This is an optimization exercise on Yosys and OpenROAD, whose aim is small area, a short achievable clock period and few clock cycles per item, not a production implementation. RTL that was checked went through simulation tests only; none was proved equivalent to the original. Power is estimated from default activity; no workload was simulated.

==> inputs of run a <==
==> flow/design.v (excerpt) <==
module sorted_list_insert_delete #(
   parameter int CAPACITY = 16
) (
   input  logic        clock,
   input  logic        reset,
   input  logic        req_tvalid,
   output logic        req_tready,
   input  logic [39:0] req_tdata,    
   output logic        rsp_tvalid,
   input  logic        rsp_tready,
   output logic [39:0] rsp_tdata,    
   output logic        rsp_tlast
);
clock: 6.0 ns
lec_check: 0
abc_clock_period_in_ps: 2500
cap_margin: 20
core_margin: 2
core_utilization: 40
setup_slack_margin: 3.5
slew_margin: 20
run.sh (not shown) runs the stock make flow with config.mk's settings and CLKGATE_MAP_FILE= SYNTH_SCRIPT=/design/flow/synth_recipe.tcl, a recipe that flattens the netlist after the stock synthesis.
==> inputs of run b, as changes to run a <==
--- a/flow/design.v
+++ b/flow/design.v
@@ -50,68 +50,76 @@
    output logic                           out_last
 );
    localparam int NW = $clog2(Capacity + 1);
    localparam int VW = sli_pkg::ValueWidth;
    localparam int RW = 2 + VW + NW + 1;      
    logic [VW-1:0]     ent_ff [Capacity];
    logic [NW-1:0]     count_ff;
+   logic [Capacity-1:0] vld_ff;              
    logic              iv_ff;
    logic [1:0]        iact_ff;
    logic [VW-1:0]     ival_ff;
    logic              cv_ff;
    logic [1:0]        cact_ff;
    logic [VW-1:0]     cval_ff;
    logic [Capacity-1:0] clt_ff, ceq_ff;      
+   logic              cins_ff, cdel_ff, crot_ff;   
+   logic              exec_ff, step_ff, cload_ff, ins_ff, delr_ff, rot_ff;
+   logic              rdy_ff;
    logic              lact_ff;
    logic [NW-1:0]     lrem_ff;
    logic              qv0_ff, qv1_ff;
    logic [RW-1:0]     q0_ff, q1_ff;
    logic              exec, step, rot, ins, del, push, pop, cload;
-   logic [Capacity-1:0] vld, lt, eq, top, rlt, req;
-   logic              found, full, empty, vlt, veq;
+   logic [Capacity-1:0] vld, lt, top, rlt, req, nvld;
+   logic              full, empty, vlt, veq, found;
+   logic [NW-1:0]     ncount;
    logic [VW-1:0]     vbus;
    logic [RW-1:0]     res;
    function automatic logic [1:0] cmp_lt_eq(input logic [VW-1:0] a, input logic [VW-1:0] b);
-      logic [VW-1:0] ua, ub, g, p;
+      logic [VW-1:0] ua, ub, k, p;
       ua = {~a[VW-1], a[VW-2:0]};
       ub = {~b[VW-1], b[VW-2:0]};
-      g = ~ua & ub;
+      k = ua & ~ub;
       p = ~(ua ^ ub);
       for (int l = 1; l < VW; l = l * 2) begin
-         for (int k = 0; k < VW; k = k + 2 * l) begin
-            g[k] = g[k+l] | (p[k+l] & g[k]);
-            p[k] = p[k+l] & p[k];
+         for (int j = 0; j < VW; j = j + 2 * l) begin
+            k[j] = k[j+l] | (p[j+l] & k[j]);
+            p[j] = p[j+l] & p[j];
          end
       end
-      cmp_lt_eq = {g[0], p[0]};
+      cmp_lt_eq = {~k[0] & ~p[0], p[0]};
    endfunction
-   assign full  = (count_ff == NW'(Capacity));
-   assign empty = (count_ff == '0);
-   assign exec  = cv_ff && !lact_ff && !qv1_ff;
-   assign step  = lact_ff && !qv1_ff;
+   assign full  = vld_ff[Capacity-1];
+   assign empty = !vld_ff[0];
+   assign exec  = exec_ff;
+   assign step  = step_ff;
    assign push  = exec || step;
    assign pop   = qv0_ff && out_ready;
-   assign cload = iv_ff && (!cv_ff || exec);
-   assign in_ready = !iv_ff || !cv_ff || exec;
+   assign cload = cload_ff;
+   assign in_ready = rdy_ff;
    always_comb begin
       for (int i = 0; i < Capacity; i++) begin
          logic [1:0] c;
-         vld[i] = (NW'(i) < count_ff);
-         top[i] = (NW'(i) == count_ff - NW'(1));
-         lt[i]  = vld[i] && clt_ff[i];
-         eq[i]  = vld[i] && ceq_ff[i];
+         vld[i] = vld_ff[i];
+         top[i] = vld_ff[i] && ((i == Capacity - 1) || !vld_ff[(i+1)%Capacity]);
+         lt[i]  = clt_ff[i];
          c = cmp_lt_eq(ent_ff[i], ival_ff);
          rlt[i] = c[1];
          req[i] = c[0];
       end
    end
-   assign found = |eq;
-   assign ins = exec && (cact_ff == sli_pkg::ACT_INSERT) && !full;
-   assign del = exec && (cact_ff == sli_pkg::ACT_DELETE) && found;
-   assign rot = step || (exec && (cact_ff == sli_pkg::ACT_LIST) && !empty);
+   assign found = |ceq_ff;
+   assign ins = ins_ff;
+   assign del = delr_ff && found;
+   assign rot = rot_ff;
+   assign ncount = ins ? count_ff + NW'(1) : del ? count_ff - NW'(1) : count_ff;
+   always_comb begin
+      nvld = ins ? {vld[Capacity-2:0], 1'b1} : del ? {1'b0, vld[Capacity-1:1]} : vld;
+   end
    assign vbus = rot ? ent_ff[0] : cval_ff;
    logic [Capacity-1:0] s_hold, s_dn, s_up, s_v;
    always_comb begin
       for (int i = 0; i < Capacity; i++) begin
          logic below_lt;
          below_lt = (i == 0) ? 1'b1 : lt[(i+Capacity-1)%Capacity];
          s_v[i]  = (ins && !lt[i] && below_lt) || (rot && top[i]);
@@ -133,25 +141,46 @@
       logic [1:0] c;
       c = cmp_lt_eq(cval_ff, ival_ff);
       src_lt = cload ? rlt : clt_ff;
       src_eq = cload ? req : ceq_ff;
       vlt = rot ? src_lt[0] : c[1];
       veq = rot ? src_eq[0] : c[0];
    end
-   always_ff @(posedge clock) begin
-      for (int i = 0; i < Capacity; i++) begin
-         clt_ff[i] <= (s_hold[i] & src_lt[i])
-                    | (s_dn[i] & src_lt[(i+Capacity-1)%Capacity])
-                    | (s_up[i] & src_lt[(i+1)%Capacity])
-                    | (s_v[i] & vlt);
-         ceq_ff[i] <= (s_hold[i] & src_eq[i])
-                    | (s_dn[i] & src_eq[(i+Capacity-1)%Capacity])
-                    | (s_up[i] & src_eq[(i+1)%Capacity])
-                    | (s_v[i] & veq);
-      end
+   logic [Capacity-1:0] mlt, meq;
+   always_comb begin
+      for (int i = 0; i < Capacity; i++) begin
+         mlt[i] = ((s_hold[i] & src_lt[i])
+                 | (s_dn[i] & src_lt[(i+Capacity-1)%Capacity])
+                 | (s_up[i] & src_lt[(i+1)%Capacity])
+                 | (s_v[i] & vlt)) & nvld[i];
+         meq[i] = ((s_hold[i] & src_eq[i])
+                 | (s_dn[i] & src_eq[(i+Capacity-1)%Capacity])
+                 | (s_up[i] & src_eq[(i+1)%Capacity])
+                 | (s_v[i] & veq)) & nvld[i];
+      end
+   end
+   always_ff @(posedge clock) begin
+      clt_ff <= mlt;
+      ceq_ff <= meq;
+      cins_ff <= ncins; cdel_ff <= ncdel; crot_ff <= ncrot;
+   end
+   logic niv, ncv, nlact, nqv1, ncins, ncdel, ncrot, nexec, nstep;
+   always_comb begin
+      ncins = cload ? (iact_ff == sli_pkg::ACT_INSERT) && !nvld[Capacity-1] : cins_ff;
+      ncdel = cload ? (iact_ff == sli_pkg::ACT_DELETE) : cdel_ff;
+      ncrot = cload ? (iact_ff == sli_pkg::ACT_LIST) && nvld[0] : crot_ff;
+      niv = (in_valid && in_ready) || (iv_ff && !cload);
+      ncv = cload || (cv_ff && !exec);
+      if (exec) nlact = crot_ff && (count_ff > NW'(1));
+      else if (step && lrem_ff == NW'(1)) nlact = 1'b0;
+      else nlact = lact_ff;
+      if (pop) nqv1 = qv1_ff && push;
+      else nqv1 = qv1_ff || (qv0_ff && push);
+      nexec = ncv && !nlact && !nqv1;
+      nstep = nlact && !nqv1;
    end
    always_comb begin
       logic [1:0]    st;
       logic [NW-1:0] cn;
       logic          last;
       st = sli_pkg::ST_OK; cn = count_ff; last = 1'b1;
       if (step) begin
@@ -174,25 +203,34 @@
             default: ;
          endcase
       end
       res = {last, cn, rot ? ent_ff[0] : VW'(0), st};
    end
    always_ff @(posedge clock) begin
       if (reset) begin
-         count_ff <= '0; iv_ff <= 1'b0; cv_ff <= 1'b0; lact_ff <= 1'b0;
-         qv0_ff <= 1'b0; qv1_ff <= 1'b0;
+         count_ff <= '0; vld_ff <= '0; iv_ff <= 1'b0; cv_ff <= 1'b0; lact_ff <= 1'b0;
+         qv0_ff <= 1'b0; qv1_ff <= 1'b0; rdy_ff <= 1'b1;
+         exec_ff <= 1'b0; step_ff <= 1'b0; cload_ff <= 1'b0;
+         ins_ff <= 1'b0; delr_ff <= 1'b0; rot_ff <= 1'b0;
       end else begin
+         exec_ff <= nexec;
+         step_ff <= nstep;
+         cload_ff <= niv && (!ncv || nexec);
+         ins_ff <= nexec && ncins;
+         delr_ff <= nexec && ncdel;
+         rot_ff <= nstep || (nexec && ncrot);
+         rdy_ff <= !niv || !ncv || (!nlact && !nqv1);
          if (in_valid && in_ready) iv_ff <= 1'b1;
          else if (cload) iv_ff <= 1'b0;
          if (cload) cv_ff <= 1'b1;
          else if (exec) cv_ff <= 1'b0;
+         vld_ff <= nvld;
          if (ins) count_ff <= count_ff + NW'(1);
          if (del) count_ff <= count_ff - NW'(1);
-         if (exec) lact_ff <= (cact_ff == sli_pkg::ACT_LIST) && (count_ff > NW'(1));
-         else if (step && lrem_ff == NW'(1)) lact_ff <= 1'b0;
+         lact_ff <= nlact;
          if (pop) begin
             qv0_ff <= qv1_ff || push;
             qv1_ff <= qv1_ff && push;
          end else if (!qv0_ff) begin
             qv0_ff <= push;
          end else if (push) begin
             qv1_ff <= 1'b1;
==> flow/config.mk (replaced) <==
export PLATFORM = sky130hd
export DESIGN_NAME = sorted_list_insert_delete
export DESIGN_NICKNAME = sorted_list_insert_delete
export VERILOG_FILES = /design/flow/design.v
export SDC_FILE = /design/flow/constraint.sdc
export NUM_CORES = 4
export LEC_CHECK = 0
export CAP_MARGIN = 20
export CORE_MARGIN = 2
export CORE_UTILIZATION = 60
export SETUP_SLACK_MARGIN = 3.5
export SLEW_MARGIN = 20
==> inputs of run c, as changes to run a <==
--- a/flow/design.v
+++ b/flow/design.v
@@ -50,68 +50,74 @@
    output logic                           out_last
 );
    localparam int NW = $clog2(Capacity + 1);
    localparam int VW = sli_pkg::ValueWidth;
    localparam int RW = 2 + VW + NW + 1;      
    logic [VW-1:0]     ent_ff [Capacity];
    logic [NW-1:0]     count_ff;
+   logic [Capacity-1:0] vld_ff;              
    logic              iv_ff;
    logic [1:0]        iact_ff;
    logic [VW-1:0]     ival_ff;
    logic              cv_ff;
    logic [1:0]        cact_ff;
    logic [VW-1:0]     cval_ff;
-   logic [Capacity-1:0] clt_ff, ceq_ff;      
+   logic [Capacity-1:0] clt_ff;              
+   logic              cins_ff, cdel_ff, crot_ff, cfound_ff;
+   logic              rdy_ff;
    logic              lact_ff;
    logic [NW-1:0]     lrem_ff;
    logic              qv0_ff, qv1_ff;
    logic [RW-1:0]     q0_ff, q1_ff;
    logic              exec, step, rot, ins, del, push, pop, cload;
-   logic [Capacity-1:0] vld, lt, eq, top, rlt, req;
-   logic              found, full, empty, vlt, veq;
+   logic [Capacity-1:0] vld, lt, top, rlt, req, nvld;
+   logic              full, empty, vlt, veq;
+   logic [NW-1:0]     ncount;
    logic [VW-1:0]     vbus;
    logic [RW-1:0]     res;
    function automatic logic [1:0] cmp_lt_eq(input logic [VW-1:0] a, input logic [VW-1:0] b);
-      logic [VW-1:0] ua, ub, g, p;
+      logic [VW-1:0] ua, ub, k, p;
       ua = {~a[VW-1], a[VW-2:0]};
       ub = {~b[VW-1], b[VW-2:0]};
-      g = ~ua & ub;
+      k = ua & ~ub;
       p = ~(ua ^ ub);
       for (int l = 1; l < VW; l = l * 2) begin
-         for (int k = 0; k < VW; k = k + 2 * l) begin
-            g[k] = g[k+l] | (p[k+l] & g[k]);
-            p[k] = p[k+l] & p[k];
+         for (int j = 0; j < VW; j = j + 2 * l) begin
+            k[j] = k[j+l] | (p[j+l] & k[j]);
+            p[j] = p[j+l] & p[j];
          end
       end
-      cmp_lt_eq = {g[0], p[0]};
+      cmp_lt_eq = {~k[0] & ~p[0], p[0]};
    endfunction
-   assign full  = (count_ff == NW'(Capacity));
-   assign empty = (count_ff == '0);
+   assign full  = vld_ff[Capacity-1];
+   assign empty = !vld_ff[0];
    assign exec  = cv_ff && !lact_ff && !qv1_ff;
    assign step  = lact_ff && !qv1_ff;
    assign push  = exec || step;
    assign pop   = qv0_ff && out_ready;
    assign cload = iv_ff && (!cv_ff || exec);
-   assign in_ready = !iv_ff || !cv_ff || exec;
+   assign in_ready = rdy_ff;
    always_comb begin
       for (int i = 0; i < Capacity; i++) begin
          logic [1:0] c;
-         vld[i] = (NW'(i) < count_ff);
-         top[i] = (NW'(i) == count_ff - NW'(1));
-         lt[i]  = vld[i] && clt_ff[i];
-         eq[i]  = vld[i] && ceq_ff[i];
+         vld[i] = vld_ff[i];
+         top[i] = vld_ff[i] && ((i == Capacity - 1) || !vld_ff[(i+1)%Capacity]);
+         lt[i]  = clt_ff[i];
          c = cmp_lt_eq(ent_ff[i], ival_ff);
          rlt[i] = c[1];
          req[i] = c[0];
       end
    end
-   assign found = |eq;
-   assign ins = exec && (cact_ff == sli_pkg::ACT_INSERT) && !full;
-   assign del = exec && (cact_ff == sli_pkg::ACT_DELETE) && found;
-   assign rot = step || (exec && (cact_ff == sli_pkg::ACT_LIST) && !empty);
+   assign ins = exec && cins_ff;
+   assign del = exec && cdel_ff;
+   assign rot = step || (exec && crot_ff);
+   assign ncount = ins ? count_ff + NW'(1) : del ? count_ff - NW'(1) : count_ff;
+   always_comb begin
+      nvld = ins ? {vld[Capacity-2:0], 1'b1} : del ? {1'b0, vld[Capacity-1:1]} : vld;
+   end
    assign vbus = rot ? ent_ff[0] : cval_ff;
    logic [Capacity-1:0] s_hold, s_dn, s_up, s_v;
    always_comb begin
       for (int i = 0; i < Capacity; i++) begin
          logic below_lt;
          below_lt = (i == 0) ? 1'b1 : lt[(i+Capacity-1)%Capacity];
          s_v[i]  = (ins && !lt[i] && below_lt) || (rot && top[i]);
@@ -129,29 +135,48 @@
       end
    end
    logic [Capacity-1:0] src_lt, src_eq;
    always_comb begin
       logic [1:0] c;
       c = cmp_lt_eq(cval_ff, ival_ff);
       src_lt = cload ? rlt : clt_ff;
-      src_eq = cload ? req : ceq_ff;
       vlt = rot ? src_lt[0] : c[1];
-      veq = rot ? src_eq[0] : c[0];
-   end
-   always_ff @(posedge clock) begin
-      for (int i = 0; i < Capacity; i++) begin
-         clt_ff[i] <= (s_hold[i] & src_lt[i])
-                    | (s_dn[i] & src_lt[(i+Capacity-1)%Capacity])
-                    | (s_up[i] & src_lt[(i+1)%Capacity])
-                    | (s_v[i] & vlt);
-         ceq_ff[i] <= (s_hold[i] & src_eq[i])
-                    | (s_dn[i] & src_eq[(i+Capacity-1)%Capacity])
-                    | (s_up[i] & src_eq[(i+1)%Capacity])
-                    | (s_v[i] & veq);
-      end
+      veq = rot ? req[0] : c[0];
+   end
+   logic [Capacity-1:0] mlt, meq;
+   always_comb begin
+      for (int i = 0; i < Capacity; i++) begin
+         mlt[i] = ((s_hold[i] & src_lt[i])
+                 | (s_dn[i] & src_lt[(i+Capacity-1)%Capacity])
+                 | (s_up[i] & src_lt[(i+1)%Capacity])
+                 | (s_v[i] & vlt)) & nvld[i];
+         meq[i] = ((s_hold[i] & req[i])
+                 | (s_dn[i] & req[(i+Capacity-1)%Capacity])
+                 | (s_up[i] & req[(i+1)%Capacity])
+                 | (s_v[i] & veq)) & nvld[i];
+      end
+   end
+   always_ff @(posedge clock) begin
+      clt_ff <= mlt;
+      if (cload) begin
+         cins_ff <= (iact_ff == sli_pkg::ACT_INSERT) && !nvld[Capacity-1];
+         cfound_ff <= |meq;
+         cdel_ff <= (iact_ff == sli_pkg::ACT_DELETE) && (|meq);
+         crot_ff <= (iact_ff == sli_pkg::ACT_LIST) && nvld[0];
+      end
+   end
+   logic niv, ncv, nlact, nqv1;
+   always_comb begin
+      niv = (in_valid && in_ready) || (iv_ff && !cload);
+      ncv = cload || (cv_ff && !exec);
+      if (exec) nlact = crot_ff && (count_ff > NW'(1));
+      else if (step && lrem_ff == NW'(1)) nlact = 1'b0;
+      else nlact = lact_ff;
+      if (pop) nqv1 = qv1_ff && push;
+      else nqv1 = qv1_ff || (qv0_ff && push);
    end
    always_comb begin
       logic [1:0]    st;
       logic [NW-1:0] cn;
       logic          last;
       st = sli_pkg::ST_OK; cn = count_ff; last = 1'b1;
       if (step) begin
@@ -160,39 +185,40 @@
          case (cact_ff)
             sli_pkg::ACT_INSERT: begin
                if (full) st = sli_pkg::ST_FULL;
                else cn = count_ff + NW'(1);
             end
             sli_pkg::ACT_DELETE: begin
                if (empty) st = sli_pkg::ST_EMPTY;
-               else if (!found) st = sli_pkg::ST_NOTFOUND;
+               else if (!cfound_ff) st = sli_pkg::ST_NOTFOUND;
                else cn = count_ff - NW'(1);
             end
             sli_pkg::ACT_LIST: begin
                if (empty) st = sli_pkg::ST_EMPTY;
                else last = (count_ff == NW'(1));
             end
             default: ;
          endcase
       end
       res = {last, cn, rot ? ent_ff[0] : VW'(0), st};
    end
    always_ff @(posedge clock) begin
       if (reset) begin
-         count_ff <= '0; iv_ff <= 1'b0; cv_ff <= 1'b0; lact_ff <= 1'b0;
-         qv0_ff <= 1'b0; qv1_ff <= 1'b0;
+         count_ff <= '0; vld_ff <= '0; iv_ff <= 1'b0; cv_ff <= 1'b0; lact_ff <= 1'b0;
+         qv0_ff <= 1'b0; qv1_ff <= 1'b0; rdy_ff <= 1'b1;
       end else begin
+         rdy_ff <= !niv || !ncv || (!nlact && !nqv1);
          if (in_valid && in_ready) iv_ff <= 1'b1;
          else if (cload) iv_ff <= 1'b0;
          if (cload) cv_ff <= 1'b1;
          else if (exec) cv_ff <= 1'b0;
+         vld_ff <= nvld;
          if (ins) count_ff <= count_ff + NW'(1);
          if (del) count_ff <= count_ff - NW'(1);
-         if (exec) lact_ff <= (cact_ff == sli_pkg::ACT_LIST) && (count_ff > NW'(1));
-         else if (step && lrem_ff == NW'(1)) lact_ff <= 1'b0;
+         lact_ff <= nlact;
          if (pop) begin
             qv0_ff <= qv1_ff || push;
             qv1_ff <= qv1_ff && push;
          end else if (!qv0_ff) begin
             qv0_ff <= push;
          end else if (push) begin
             qv1_ff <= 1'b1;
==> run summary <==
antenna diode instance count 2; library cell contributing the largest single delay on the critical path sky130_fd_sc_hd__dfxtp_4; violation count after the first detailed-routing iteration 8703; Final GP Congestion 0.9918; status finished clean; CP Buf/Inv Count 3; Critical Path End u_ctrl.ent_ff[4][4]; clock latency at the later pin of the worst-skew pair 0.69 ns; Multi-Input Combinational 3281; instance count after placement with tap cells included 6117; Worst Slack Setup Final 2.710 ns; power drawn by the clock network 5.25 mW
-- figures above: run a

==> run summary <==
clock latency at the later pin of the worst-skew pair 0.65 ns; Critical Path End u_ctrl.clt_ff[9]; Worst Slack Setup Final 2.909 ns; library cell contributing the largest single delay on the critical path sky130_fd_sc_hd__edfxtp_1; instance count after placement with tap cells included 5614; violation count after the first detailed-routing iteration 8476; Multi-Input Combinational 3610; status finished clean; Final GP Congestion 0.9721
-- figures above: run b

==> run summary <==
clock latency at the later pin of the worst-skew pair 0.65 ns; antenna diode instance count 1; CP Buf/Inv Count 4; Worst Slack Setup Final 2.564 ns; library cell contributing the largest single delay on the critical path sky130_fd_sc_hd__o41ai_4; instance count after placement with tap cells included 5542; status finished clean; violation count after the first detailed-routing iteration 5499; Final GP Congestion 0.9559
-- figures above: run c

Testbench counts of run b, summed over its fixed seeds: cycles 6,685, items 3,200.
Testbench counts of run c, summed over its fixed seeds: cycles 6,685, items 3,200.
No functional check of the RTL was part of run a.

separate check: timing with driven ports:
The flow's constraints put no driver on any port. The routed layouts listed below were extracted and timed again, unchanged, in two steps. Step 1 assumes that a clkbuf_16 drives the clock port and a buf_2 every other input. Step 2 adds t to the input delays and takes it off the output delays; t is the mean of the earliest and latest rising clock arrival at the registers after step 1. Input paths then give back, and output paths get back, about the clock's delay inside the block. a / b / c = ideal / step 1 / step 2; a / b = the first two.
| run | shift t [ns] | setup WS [ns] | hold WS [ns] | worst setup path at the end |
|---|---|---|---|---|
| run a | 0.741 | 2.710 / 2.710 / 2.710 | 0.473 / 0.473 / 0.473 | register to register |
| run b | 0.708 | 2.909 / 2.909 / 2.909 | 0.450 / 0.450 / 0.450 | register to register |
| run c | 0.708 | 2.564 / 2.564 / 2.564 | 0.454 / 0.454 / 0.454 | register to register |
After both steps setup and hold are still met in every run listed.
